From an optimization exercise on the open Yosys and OpenROAD flow, aimed at small area, a short achievable clock period and few clock cycles; shortcuts taken in it are not production practice. Only simulation tests tie the RTL to the original design; equivalence was not proved.

--- flow/design.v ---
`default_nettype none
package rcc_pkg;
  localparam int SAMPLE_BITS    = 11;
  localparam int CHANNEL_COUNT  = 16;
  localparam int STICK_COUNT    = 4;
  localparam int CH_BITS        = 4;
  localparam int PACK_BITS      = STICK_COUNT * SAMPLE_BITS;
  localparam int VALUE_BITS     = 16;
  localparam int THR_BITS       = 11;
  localparam int CFG_INDEX_BITS = 3;
  localparam int CFG_DATA_BITS  = PACK_BITS;
  localparam logic [VALUE_BITS-1:0] SCALE_LOW_RST  = 16'hff01;   
  localparam logic [VALUE_BITS-1:0] SCALE_HIGH_RST = 16'd255;
  localparam logic [THR_BITS-1:0]   THR_LOW_RST    = 11'd200;
  localparam logic [THR_BITS-1:0]   THR_HIGH_RST   = 11'd1100;
endpackage
`default_nettype wire
`default_nettype none
import rcc_pkg::*;
module rc_channel_conditioner (
  input  wire                                   clk_i,
  input  wire                                   rst_ni,
  input  wire                                   cfg_valid_i,
  output logic                                  cfg_ready_o,
  input  wire  [rcc_pkg::CFG_INDEX_BITS-1:0]    cfg_index_i,
  input  wire  [rcc_pkg::CFG_DATA_BITS-1:0]     cfg_data_i,
  input  wire                                   in_valid_i,
  output logic                                  in_ready_o,
  input  wire  [rcc_pkg::CH_BITS-1:0]           channel_index_i,
  input  wire  [rcc_pkg::SAMPLE_BITS-1:0]       raw_value_i,
  input  wire                                   fail_safe_i,
  output logic                                  out_valid_o,
  input  wire                                   out_ready_i,
  output logic signed [rcc_pkg::VALUE_BITS-1:0] conditioned_value_o,
  output logic                                  rising_edge_o,
  output logic                                  falling_edge_o,
  output logic                                  zero_span_o
);
  logic [3:0][10:0] lo_q, hi_q;
  logic [3:0]       inv_q;
  logic [15:0]      sl_q, sh_q;
  logic [10:0]      tl_q, th_q;
  assign cfg_ready_o = 1'b1;
  always_ff @(posedge clk_i or negedge rst_ni) begin
    if (!rst_ni) begin
      lo_q  <= '0;
      hi_q  <= '1;
      inv_q <= '0;
      sl_q  <= SCALE_LOW_RST;
      sh_q  <= SCALE_HIGH_RST;
      tl_q  <= THR_LOW_RST;
      th_q  <= THR_HIGH_RST;
    end else if (cfg_valid_i) begin
      case (cfg_index_i)
        3'd0: lo_q  <= cfg_data_i;
        3'd1: hi_q  <= cfg_data_i;
        3'd2: inv_q <= cfg_data_i[3:0];
        3'd3: sl_q  <= cfg_data_i[15:0];
        3'd4: sh_q  <= cfg_data_i[15:0];
        3'd5: tl_q  <= cfg_data_i[10:0];
        3'd6: th_q  <= cfg_data_i[10:0];
        default: ;
      endcase
    end
  end
  logic [15:0] s_q;        
  logic        spos_q;     
  logic [15:0] nsl_q;      
  logic [3:0]  neg_q;      
  logic [16:0] s_full;
  assign s_full = {sh_q[15], sh_q} - {sl_q[15], sl_q};
  always_ff @(posedge clk_i) begin
    s_q    <= s_full[15:0];
    spos_q <= !s_full[16] && (s_full[15:0] != 16'd0);
    nsl_q  <= 16'd0 - sl_q;
    for (int i = 0; i < 4; i++) neg_q[i] <= (hi_q[i] < lo_q[i]);
  end
  logic        in_v;
  logic [3:0]  in_ch;
  logic [10:0] in_raw;
  logic        in_fs;
  logic        dv, dstick, dfs, dzs, dbusy;
  logic [3:0]  dch;
  logic [2:0]  dcnt;
  logic [1:0]  bq;
  logic [10:0] rq, dq;
  logic [11:0] nnq, dmnq;
  logic [12:0] dm2nq;
  logic [15:0] aq, cq;
  logic        out_v;
  logic [15:0] oval;
  logic        orise, ofall, ozs;
  logic [15:0] zq;
  logic in_stick, out_free, head_rdy, fire, in_direct, div_free, in_to_div;
  assign in_stick   = (in_ch[3:2] == 2'b00);
  assign in_ready_o = !in_v || !dv;
  assign out_free   = !out_v || out_ready_i;
  assign head_rdy   = dv ? !dbusy : (in_v && !in_stick);
  assign fire       = head_rdy && out_free;
  assign in_direct  = !dv && in_v && !in_stick && out_free;
  assign div_free   = !dv || (!dbusy && out_free);
  assign in_to_div  = in_v && div_free && !in_direct;
  always_ff @(posedge clk_i or negedge rst_ni) begin
    if (!rst_ni) begin
      in_v <= 1'b0;
    end else begin
      in_v <= in_ready_o ? in_valid_i : (in_v && !in_to_div);
    end
  end
  always_ff @(posedge clk_i) begin
    if (in_ready_o) begin
      in_ch  <= channel_index_i;
      in_raw <= raw_value_i;
      in_fs  <= fail_safe_i;
    end
  end
  logic [1:0]  idx;
  logic [10:0] lo, hi, xr, ar, hr;
  logic        ng, zs;
  logic [11:0] dsg, nn, dmn;
  logic [12:0] dm2n;
  logic        ok, ok_div, ok_sat;
  logic [3:0]  msb;
  logic [2:0]  grp0;
  assign idx = in_ch[1:0];
  assign lo  = lo_q[idx];
  assign hi  = hi_q[idx];
  assign ng  = neg_q[idx];
  assign zs  = (lo == hi);
  assign xr  = in_raw ^ {11{ng}};
  assign ar  = lo ^ {11{ng}};
  assign hr  = hi ^ {11{ng}};
  assign dsg  = {1'b0, xr} - {1'b0, ar};                     
  assign nn   = {1'b0, ar} - {1'b0, hr};                     
  assign dmn  = {1'b0, xr} - {1'b0, hr};                     
  assign dm2n = {2'b0, xr} + {2'b0, ar} - {1'b0, hr, 1'b0};  
  assign ok     = spos_q && !zs && !dsg[11] && (dsg != 12'd0);
  assign ok_div = ok && dmn[11];
  assign ok_sat = ok && !dmn[11];
  always_comb begin
    msb = 4'd0;
    for (int i = 0; i < 16; i++) if (s_q[i]) msb = 4'(i);
  end
  assign grp0 = msb[0] ? msb[3:1] : (msb[3:1] - 3'd1);
  logic [2:0][10:0] r_s;
  logic [1:0]       dga, dgc;
  logic [1:0][13:0] t0, t1, t2;
  always_comb begin
    r_s[0] = rq;
    for (int k = 0; k < 2; k++) begin
      t0[k] = {2'b0, r_s[k], 1'b0} + (bq[1-k] ? {3'b0, dq} : 14'd0);
      t1[k] = {2'b0, r_s[k], 1'b0} + (bq[1-k] ? {{2{dmnq[11]}}, dmnq} : {{2{nnq[11]}}, nnq});
      t2[k] = {2'b0, r_s[k], 1'b0} + (bq[1-k] ? {dm2nq[12], dm2nq} : {nnq[11], nnq, 1'b0});
      dgc[k] = !t2[k][13];
      dga[k] = !t1[k][13] && t2[k][13];
      r_s[k+1] = dgc[k] ? t2[k][10:0] : (dga[k] ? t1[k][10:0] : t0[k][10:0]);
    end
  end
  always_ff @(posedge clk_i or negedge rst_ni) begin
    if (!rst_ni) begin
      dv    <= 1'b0;
      dbusy <= 1'b0;
    end else if (in_to_div) begin
      dv    <= 1'b1;
      dbusy <= in_stick && ok_div && (msb != 4'd0);
    end else if (dv && !dbusy && out_free) begin
      dv    <= 1'b0;
    end else if (dbusy) begin
      dbusy <= (dcnt != 3'd0);
    end
  end
  always_ff @(posedge clk_i) begin
    if (in_to_div) begin
      dstick <= in_stick;
      dch    <= in_ch;
      dfs    <= in_fs;
      dzs    <= zs;
      dcnt   <= grp0;
      bq     <= s_q[{grp0, 1'b0} +: 2];
      rq     <= msb[0] ? 11'd0 : dsg[10:0];
      dq     <= in_stick ? dsg[10:0] : in_raw;
      nnq    <= nn;
      dmnq   <= dmn;
      dm2nq  <= dm2n;
      aq     <= ok_sat ? s_q : 16'd0;
      cq     <= 16'd0;
    end else if (dbusy) begin
      dcnt   <= dcnt - 3'd1;
      bq     <= s_q[{dcnt - 3'd1, 1'b0} +: 2];
      rq     <= r_s[2];
      aq     <= {aq[13:0], dga[0], dga[1]};
      cq     <= {cq[13:0], dgc[0], dgc[1]};
    end
  end
  logic        dinv;
  logic [15:0] base, x2, x3, cs_s, cs_k, k2, ssum, stick_val;
  logic        stick_zero;
  assign dinv = inv_q[dch[1:0]];
  assign base = dinv ? nsl_q : sl_q;
  assign x2   = aq ^ {16{dinv}};
  assign x3   = {cq[14:0], 1'b0} ^ {16{dinv}};
  assign cs_s = base ^ x2 ^ x3;
  assign cs_k = (base & x2) | (base & x3) | (x2 & x3);
  assign k2   = {cs_k[14:0], dinv};
  assign ssum = cs_s + k2 + {15'd0, dinv};
  assign stick_zero = dfs || ((cs_s ^ k2) == {(cs_s[14:0] | k2[14:0]), dinv});
  assign stick_val  = dfs ? 16'd0 :
                      ((dinv && ssum == 16'h8000) ? 16'h7fff : ssum);
  logic [10:0] nraw;
  logic [3:0]  nch;
  logic        sw2, sw3, gt_th, lt_tl, gt_tl, zprev;
  logic [15:0] ns_val;
  logic        ns_zero, ns_keep;
  assign nraw  = dv ? dq : in_raw;
  assign nch   = dv ? dch : in_ch;
  assign sw2   = (nch == 4'd4) || (nch == 4'd6) || (nch == 4'd9);
  assign sw3   = (nch == 4'd5) || (nch == 4'd7) || (nch == 4'd8);
  assign gt_th = nraw > th_q;
  assign lt_tl = nraw < tl_q;
  assign gt_tl = nraw > tl_q;
  assign zprev = zq[nch];
  always_comb begin
    ns_keep = 1'b0;
    if (sw2) begin
      if (gt_th)      ns_val = 16'd1;
      else if (lt_tl) ns_val = 16'd0;
      else begin
        ns_val  = {15'd0, zprev};
        ns_keep = 1'b1;
      end
    end else if (sw3) begin
      if (gt_th)      ns_val = 16'd2;
      else if (gt_tl) ns_val = 16'd1;
      else            ns_val = 16'd0;
    end else begin
      ns_val = {5'd0, nraw};
    end
  end
  assign ns_zero = (ns_val == 16'd0);
  logic        e_stick, e_zero, e_keep;
  logic [15:0] e_val;
  assign e_stick = dv && dstick;
  assign e_val   = e_stick ? stick_val : ns_val;
  assign e_zero  = e_stick ? stick_zero : ns_zero;
  assign e_keep  = !e_stick && ns_keep;
  always_ff @(posedge clk_i or negedge rst_ni) begin
    if (!rst_ni) begin
      zq    <= '1;
      out_v <= 1'b0;
    end else begin
      if (fire && !e_keep) zq[nch] <= e_zero;
      out_v <= fire || (out_v && !out_ready_i);
    end
  end
  always_ff @(posedge clk_i) begin
    if (fire) begin
      oval  <= e_val;
      orise <= zprev && !e_zero;
      ofall <= !zprev && e_zero;
      ozs   <= e_stick && dzs;
    end
  end
  assign out_valid_o         = out_v;
  assign conditioned_value_o = oval;
  assign rising_edge_o       = orise;
  assign falling_edge_o      = ofall;
  assign zero_span_o         = ozs;
endmodule
`default_nettype wire
--- flow/run.sh ---
#!/bin/bash
# synth_recipe.tcl (not shown) runs the flow's synth.tcl, then flattens the netlist and writes it again
# the make line also repeats each setting of config.mk as NAME=value (left out here)
make -C /OpenROAD-flow-scripts/flow DESIGN_CONFIG=/design/flow/config.mk WORK_HOME=/design/flow/orfs CLKGATE_MAP_FILE= SYNTH_SCRIPT=/design/flow/synth_recipe.tcl finish
--- flow/config.mk ---
export PLATFORM = sky130hd
export DESIGN_NAME = rc_channel_conditioner
export DESIGN_NICKNAME = rc_channel_conditioner
export VERILOG_FILES = /design/flow/design.v
export SDC_FILE = /design/flow/constraint.sdc
export NUM_CORES = 4
export LEC_CHECK = 0
export CAP_MARGIN = 20
export CORE_MARGIN = 2
export CORE_UTILIZATION = 35
export SLEW_MARGIN = 20
--- flow/constraint.sdc ---
create_clock -name core_clock -period 11.0 [get_ports {clk_i}]
set_input_delay 2.2000 -clock core_clock [delete_from_list [all_inputs] [get_ports {clk_i}]]
set_output_delay 2.2000 -clock core_clock [all_outputs]
set_load 0.01 [all_outputs]
==> implementation parameters, run 1 <==
Parameter                              Value

Critical path
  Worst-path fanout max ... 46
  Kind of start point of the critical path ... flip-flop
  Arr. time, crit path ... 6.52 ns
  Critical Setup Path Class ... flip-flop to flip-flop
  Kind of capture point of the worst setup path ... flip-flop
  Worst-case register-to-register setup slack ... 4.77 ns
  Data required time at the worst endpoint ... 11.29 ns

Timing
  Transition time at the pin with the least slew margin ... around 1.1 ns
  Highest Clock Rate ... 0.1605 GHz
  Clock period minus final worst setup slack ... 6.230 ns
  Final-report hold violation count ... 0
  Final Max Slew Viols ... 0
  Unrepaired setup endpoints after global routing ... no
  Remaining max-slew budget at the tightest pin ... 0.2680
  Post-Route Skew ... between 0.015 and 0.02 ns
  Post-route fraction of the period consumed by the critical path ... 0.5664
  Final setup violating endpoints ... 0
  Total Neg Setup Slack ... 0 ns

Floorplanning
  Initial core utilization ... 0.3549
  Standard-cell row count ... 96
  Count of boundary I/O pins ... 90
  DIE HEIGHT ... 268.2 um
  Die Span X ... between 200 and 300 um
  Area enclosed by the die boundary ... 71910 um2
  Placeable core region ... 68830 um2

Routing
  Length of the first detailed-routing pass in iterations ... 6
  Total Routed Length ... 69.31 mm
  Count of unresolved DRC violations after routing ... 0
  Routed wire per std cell ... 19.75 um
  Violation count after the first detailed-routing iteration ... 1528
  Routed via count ... approximately 19k
  Vias per Instance ... 5.306
  Remaining antenna violation count after routing ... 0

Clock network
  Clock Pin Slew Worst Setup and Hold Paths ... 0.06 ns
  CTS buffer count ... 37
  Level count of the clock H-tree ... 2
  Clock latency of the later-clocked register in the worst-skew pair ... about 0.56 ns
  TritonCTS clock tree ... built
  Resized cells post-CTS ... 0
  Post-CTS setup-driven buffer insertion count ... 0
  CTS sink cnt ... 340
  Root Buffer Master ... sky130_fd_sc_hd__clkbuf_16
  Post-CTS Hold Buffers ... 0
  Clk buf depth ... 3

Layout
  Syn-to-layout area delta ... 12.77%
  Final Core Density ... 0.4002
  Most common cell after layout, fill and taps aside ... sky130_fd_sc_hd__inv_1
  Layout cells sized above 1 ... 0.1330
  Antenna Cells ... 0
  Commonest cells after routing, fill and taps aside ... sky130_fd_sc_hd__inv_1 (227), sky130_fd_sc_hd__nand2_1 (224), sky130_fd_sc_hd__ha_1 (221)
  Non-filler instance count after layout ... 3510
  Nets@finish ... 2874

Yosys
  Compound-gate portion of the synthesized area ... 0.1391
  Area share of xor/xnor cells in the synthesized design ... 0.06527
  Number of instances in the synthesized netlist ... around 2.5k
  Synthesized-area fraction occupied by adder cells ... 0.1419
  Portion of the post-synthesis area used by sequential elements ... 0.3670
  Synth warn ... 1
  Dominant register cell in the synthesized netlist ... sky130_fd_sc_hd__edfxtp_1
  Post-synthesis net count ... approximately 2.8k
  Proportion of register bits with asynchronous set or reset after synthesis ... 0.4882
  Dominant combinational cell family by area after synthesis ... adder cells
  Number of flops mapped to enable cells by yosys ... 122
  Flip-flop and latch count after synthesis ... 340
  Avg Cell Area, Syn ... a little under 10 um2
  Total standard cell area after synthesis ... 24420 um2
  Share of synthesized area spent on multiplexers ... 0.1044
  Area share of and/or/nand/nor cells after synthesis ... 0.1342
  Number of library cell types mapped by synthesis ... 98

Global routing
  Number of global-route vias before repair ... approximately 19k
  Number of antenna violations at the first check in global routing ... 1
  Largest net degree at the start of global routing ... 96
  Wire length of the first global-routing pass ... approximately 110 mm
  Tot GR Track Use ... 0.1939
  Grt ovf ... 0

Placement
  Total instance count after detailed placement ... 3442
  Port Buffers ... 88
  Placed wire-length estimate after detailed placement ... 54.96 mm
  RePlAce Congestion ... 0.9261

Run status
  Outcome ... finished clean

Worst hold path
  Worst hold path type ... flip-flop to flip-flop

Run
  Count of max-cap constraint violations ... 0
==> path summary, 6_finish.rpt <==
kind,to,from,cells after the start
max in group asynchronous,lo_q[20],rst_ni,2
min reg2reg,dfs,in_fs,0
max,rq[1],bq[1],23
min,dfs,in_fs,0
min in group asynchronous,sl_q[7],rst_ni,1
max reg2reg,rq[1],bq[1],23
==> flip-flops by register name, summed over array words and instances (netlist names), 11 cells and up <==
register	cells
tl_q	11
hi_q	44
oval	16
sh_q	16
aq	16
th_q	11
dm2nq	13
s_q	16
dmnq	12
sl_q	16
in_raw	11
dq	11
rq	11
zq	16
nnq	12
cq	15
lo_q	44
nsl_q	16
==> layout make-up <==
| class | count | area, um2 |
|---|---|---|
| Multi-Input combinational cell | 1832 | 14310 |
| Sequential cell | 340 | 8964 |
| Clock inverter | 17 | 163.9 |
| Inverter | 229 | 860.8 |
| Timing Repair Buffer | 110 | 1047 |
| Clock buffer | 51 | 1031 |
| Tap cell | 931 | 1165 |
| Fill cell | 6663 | 41280 |
==> through the flow <==
step | hold WS (ns) | setup slack, ns | instance area [um2]
detailed placement | 0.4754 | 4.756 | 26350
floorplan | 0.4003 | 5.527 | 24420
global placement | 0.4435 | 4.849 | 26340
finish | 0.4678 | 4.770 | 27540
CTS | 0.4865 | 4.746 | 27540
global route | 0.4892 | 4.290 | 27540
==> critical path: stages (launching register included) <==
cell and delay [ns]:
sky130_fd_sc_hd__edfxtp_1 0.32, sky130_fd_sc_hd__buf_4 0.34, sky130_fd_sc_hd__nand2b_1 0.17, sky130_fd_sc_hd__nand2_1 0.06
sky130_fd_sc_hd__ha_1 0.20, sky130_fd_sc_hd__inv_1 0.07, sky130_fd_sc_hd__fa_1 0.17, sky130_fd_sc_hd__nor2b_1 0.07
sky130_fd_sc_hd__o31a_1 0.28, sky130_fd_sc_hd__o311a_4 0.35, sky130_fd_sc_hd__o21ai_4 0.47, sky130_fd_sc_hd__mux2i_1 0.23
sky130_fd_sc_hd__o21ai_0 0.09, sky130_fd_sc_hd__a22o_1 0.28, sky130_fd_sc_hd__ha_1 0.23, sky130_fd_sc_hd__fa_1 0.42
sky130_fd_sc_hd__a21oi_1 0.18, sky130_fd_sc_hd__nor2b_1 0.08, sky130_fd_sc_hd__a311oi_1 0.45, sky130_fd_sc_hd__a21oi_1 0.21
sky130_fd_sc_hd__a31o_2 0.33, sky130_fd_sc_hd__a21oi_2 0.51, sky130_fd_sc_hd__mux2i_1 0.28, sky130_fd_sc_hd__o221ai_1 0.13
==> kinds of logic (layout without fill, tap and decap cells) <==
| group | after synthesis | after routing |
|---|---|---|
| compound gates | 509 | 509 |
| xor+xnor | 182 | 182 |
| fa+ha+maj | 256 | 256 |
| buf+inv | 304 | 407 |
| flops | 340 | 340 |
| mux | 206 | 206 |
| other cells | 1 | 1 |
| simple gates | 678 | 678 |
==> metal layers <==
layer | track usage | vias up | share of wire | wire length [um]
met5 | 0 | - | 0.00019 | 13
met4 | 0.05300 | 2 | 0.025 | 1701
met3 | 0.02474 | 95 | 0.040 | 2740
met2 | 0.3157 | 440 | 0.46 | 31900
met1 | 0.2705 | 9135 | 0.48 | 32950
li1 | - | 8951 | - | -
==> cell usage after synthesis (75+ instances only) <==
cell type | number | area (um2)
sky130_fd_sc_hd__a21oi_1 | 108 | 540.5
sky130_fd_sc_hd__dfrtp_1 | 82 | 2052
sky130_fd_sc_hd__dfstp_2 | 84 | 2207
sky130_fd_sc_hd__edfxtp_1 | 122 | 3664
sky130_fd_sc_hd__ha_1 | 221 | 2765
sky130_fd_sc_hd__inv_1 | 227 | 852.1
sky130_fd_sc_hd__mux2_2 | 126 | 1419
sky130_fd_sc_hd__nand2_1 | 224 | 840.8
sky130_fd_sc_hd__nor2_1 | 152 | 570.6
sky130_fd_sc_hd__o21ai_0 | 142 | 710.7
sky130_fd_sc_hd__xnor2_1 | 107 | 937.2
sky130_fd_sc_hd__xor2_1 | 75 | 656.9
Testbench counts, summed over its fixed seeds: cycles 13,734.
==> run 2: changes to the inputs <==
--- a/flow/config.mk
+++ b/flow/config.mk
@@ -8,4 +8,5 @@
 export CAP_MARGIN = 20
 export CORE_MARGIN = 2
 export CORE_UTILIZATION = 35
+export SETUP_SLACK_MARGIN = 5
 export SLEW_MARGIN = 20
==> implementation parameters, run 2 <==
Parameter                              Value

Run status
  Outcome ... finished clean

Clock network
  Root Buffer Master ... sky130_fd_sc_hd__clkbuf_16
  TritonCTS clock tree ... built
  Clock latency of the later-clocked register in the worst-skew pair ... 0.56 ns (about the same)
  CTS sink cnt ... 340 (unchanged)
  CTS buffer count ... 37 (unchanged)
  Level count of the clock H-tree ... 2 (unchanged)
  Clk buf depth ... 3 (unchanged)
  Clock Pin Slew Worst Setup and Hold Paths ... 0.06 ns (about the same)

Routing
  Count of unresolved DRC violations after routing ... 0 (unchanged)
  Total Routed Length ... 69.66 mm (+0.51%)
  Remaining antenna violation count after routing ... 0 (unchanged)
  Length of the first detailed-routing pass in iterations ... 6 (unchanged)
  Violation count after the first detailed-routing iteration ... 1619 (+6.0%)
  Vias per Instance ... 5.301 (about the same)
  Routed wire per std cell ... 19.75 um (about the same)
  Routed via count ... 18.70k (+0.40%)

Floorplanning
  Count of boundary I/O pins ... 90 (unchanged)
  Die Span X ... 268.2 um (unchanged)
  Initial core utilization ... 0.3549 (unchanged)
  DIE HEIGHT ... 268.2 um (unchanged)
  Placeable core region ... 68830 um2 (unchanged)
  Standard-cell row count ... 96 (unchanged)
  Area enclosed by the die boundary ... 71910 um2 (unchanged)

Global routing
  Largest net degree at the start of global routing ... 96 (unchanged)
  Tot GR Track Use ... 0.1945 (+0.0006130)
  Wire length of the first global-routing pass ... 108.4 mm (+0.23%)
  Number of antenna violations at the first check in global routing ... 1 (unchanged)
  Grt ovf ... 0 (unchanged)
  Number of global-route vias before repair ... 18.64k (-0.075%)

Yosys
  Synthesized-area fraction occupied by adder cells ... 0.1419 (unchanged)
  Dominant register cell in the synthesized netlist ... sky130_fd_sc_hd__edfxtp_1
  Proportion of register bits with asynchronous set or reset after synthesis ... 0.4882 (unchanged)
  Number of instances in the synthesized netlist ... 2476 (unchanged)
  Number of library cell types mapped by synthesis ... 98 (unchanged)
  Share of synthesized area spent on multiplexers ... 0.1044 (unchanged)
  Area share of xor/xnor cells in the synthesized design ... 0.06527 (unchanged)
  Portion of the post-synthesis area used by sequential elements ... 0.3670 (unchanged)
  Largest area contributor in the netlist ... sky130_fd_sc_hd__edfxtp_1
  Share of the synthesized area in the top cell type ... 0.1500 (unchanged)
  Most common cell in the netlist ... sky130_fd_sc_hd__inv_1
  Area share of and/or/nand/nor cells after synthesis ... 0.1342 (unchanged)
  Post-synthesis net count ... 2800 (unchanged)
  Flip-flop and latch count after synthesis ... 340 (unchanged)
  Number of flops mapped to enable cells by yosys ... 122 (unchanged)
  Cell types with the largest area share after synthesis ... sky130_fd_sc_hd__edfxtp_1 (15%), sky130_fd_sc_hd__ha_1 (11%), sky130_fd_sc_hd__dfstp_2 (9.0%)
  Avg Cell Area, Syn ... 9.864 um2 (unchanged)
  Top cells by instance count after synthesis ... sky130_fd_sc_hd__inv_1 (227), sky130_fd_sc_hd__nand2_1 (224), sky130_fd_sc_hd__ha_1 (221), sky130_fd_sc_hd__nor2_1 (152), sky130_fd_sc_hd__o21ai_0 (142)
  Synth warn ... 1 (unchanged)
  Dominant combinational cell family by area after synthesis ... adder cells
  Compound-gate portion of the synthesized area ... 0.1391 (unchanged)
  Total standard cell area after synthesis ... 24420 um2 (unchanged)

Layout
  Total non-filler cell area in the finished layout ... 27730 um2 (+0.67%)
  Most common cell after layout, fill and taps aside ... sky130_fd_sc_hd__inv_1
  Registers with the highest flip-flop counts ... hi_q (44), lo_q (44)
  Syn-to-layout area delta ... 13.52%
  Nets@finish ... 2890 (+0.56%)
  Layout cells sized above 1 ... 0.1403 (+0.007272)
  Commonest cells after routing, fill and taps aside ... sky130_fd_sc_hd__inv_1 (227), sky130_fd_sc_hd__nand2_1 (224), sky130_fd_sc_hd__ha_1 (221)

Timing
  Final setup violating endpoints ... 0 (unchanged)
  Transition time at the pin with the least slew margin ... 1.083 ns (+0.01515 ns)
  Unrepaired setup endpoints after global routing ... no
  Final Max Slew Viols ... 0 (unchanged)
  Post-route fraction of the period consumed by the critical path ... 0.5149 (-0.05147)
  Remaining max-slew budget at the tightest pin ... 0.2577 (-0.01038)
  Post-Route Skew ... 0.01635 ns (+0.0009728 ns)
  Clock period minus final worst setup slack ... 5.664 ns (-0.5662 ns)
  Final-report hold violation count ... 0 (unchanged)
  Highest Clock Rate ... 0.1766 GHz (+10%)
  Total Neg Setup Slack ... 0 ns (unchanged)

Critical path
  Kind of capture point of the worst setup path ... flip-flop
  Arr. time, crit path ... 6.05 ns (-0.47 ns)
  Worst-path fanout max ... 46 (unchanged)
  Worst path most repeated cell ... sky130_fd_sc_hd__a21oi_1
  Critical path's slowest cell ... sky130_fd_sc_hd__fa_1
  Critical Setup Path Class ... flip-flop to flip-flop
  Kind of start point of the critical path ... flip-flop
  Worst-case register-to-register setup slack ... 5.34 ns (+0.57 ns)
  Data required time at the worst endpoint ... 11.39 ns (+0.10 ns)
  Stage delay of the slowest cell on the critical path ... 0.44 ns (-0.07 ns)
  Critical-path cell list ... buf_8, nor2b_1, a21o_1, ha_1, inv_1, fa_1, nor2b_2, o31a_1, o21ai_1, a21oi_1, buf_6, o21ai_0, a22o_1, ha_1, fa_1, a21oi_1, nor2b_1, a311oi_2, a21oi_1, a31o_2, nor2_1, a22oi_1, a21o_1, a41oi_1

Worst hold path
  Worst hold path type ... flip-flop to flip-flop

Run
  Count of max-cap constraint violations ... 0 (unchanged)

Placement
  RePlAce Congestion ... 0.9261 (unchanged)
  Cell area after placement ... 26350 um2 (unchanged)
  Placed wire-length estimate after detailed placement ... 54.96 mm (unchanged)
  Port Buffers ... 88 (unchanged)
[run 2: cell counts after synthesis]
Identical to the previous run, type by type.
[run 2: path summary, 6_finish.rpt]
path	cells after the start	endpoint	startpoint
worst min register to register	0	dfs	in_fs
min in group asynchronous	1	sl_q[7]	rst_ni
worst max-delay path	24	rq[7]	bq[1]
max in group asynchronous	2	lo_q[20]	rst_ni
worst min-delay path	0	dfs	in_fs
worst max register to register	24	rq[7]	bq[1]
[run 2: logic make-up (layout without fill, tap and decap cells)]
logic type | count (synthesis) | in the layout
AND/OR/NAND/NOR | 678 | 678
flip-flops | 340 | 340
XOR/XNOR | 182 | 182
buffers and inverters | 304 | 423
multiplexers | 206 | 206
AO/OA/AOI/OAI | 509 | 509
other | 1 | 2
adder cells (fa/ha/maj) | 256 | 256
[run 2: what timing repair did]
action                     4_1_cts  5_1_grt
pin swaps                        1        2
gates cloned                     0        0
hold buffers                     0        0
setup buffers                    3       13
resized for setup                1       12
setup endpoints to repair       10       28
[run 2: cell type report]
cell class	count	area (um2)
antenna	1	2.502
sequential	340	8964
tap	931	1165
inverter	229	860.8
timing repair buffer	126	1199
clock buffer	51	1031
clock inverter	17	163.9
multi-input combinational	1832	14340
fill	6652	41100
[run 2: worst max-delay path, delay by kind of cell, from the launching register on]
kind,cells,cell delay [ns]
compound gates,13,2.66
fa+ha+maj,4,1.30
simple gates,4,0.68
buf+inv,3,0.45
flops,1,0.40
[run 2: per-stage QoR]
step / worst slack, ns / instances / hold slack [ns] / utilization
floorplan: 5.527 / 2476 / 0.4003 / -
global placement: 4.849 / 3442 / 0.4435 / 0.3828
detailed placement: 4.756 / 3442 / 0.4754 / 0.3828
CTS: 5.037 / 3513 / 0.4865 / 0.4006
global route: 5.011 / 3526 / 0.4892 / 0.4028
finish: 5.336 / 3527 / 0.4935 / 0.4029
[run 2: per-layer routing]
metal	global-route usage	wire, um	up-vias	share of wire
met5	0	13	-	0.00019
met2	0.3182	32190	465	0.46
met1	0.2712	32570	9155	0.47
met4	0.05058	1639	2	0.024
li1	-	-	8985	-
met3	0.02474	3249	90	0.047

==> what the ideal ports hide <==
How much do the figures lean on ideal ports? The routed layouts below were timed once more, with nothing changed but the port constraints.
Step 1 (the two cells are an assumption about what drives the block):
set clk [get_ports {clk_i}]
set_driving_cell -lib_cell sky130_fd_sc_hd__clkbuf_16 $clk
set_driving_cell -lib_cell sky130_fd_sc_hd__buf_2 [delete_from_list [all_inputs] $clk]
Step 2 moves the port delays by t, midway between the first and last clock arrival at a register: inputs arrive t later, outputs are due t later. That takes back most of the time a late clock gives input paths.
Slacks: ideal / step 1 / step 2; pairs: ideal / step 1.
run | shift t [ns] | setup slack, ns | hold WS [ns] | worst setup path after step 2 | clock arrival spread, ns
run 1 | 0.605 | 4.770 / 4.770 / 4.770 | 0.468 / 0.468 / 0.468 | register to register | 0.015 / 0.015
run 2 | 0.607 | 5.336 / 5.336 / 5.191 | 0.493 / 0.493 / 0.493 | input to register | 0.016 / 0.017
After both steps setup and hold are still met in every run listed. For run 2, which loses most, drivers alone change the setup slack by 0.000 ns; drivers and shift together by -0.145 ns.
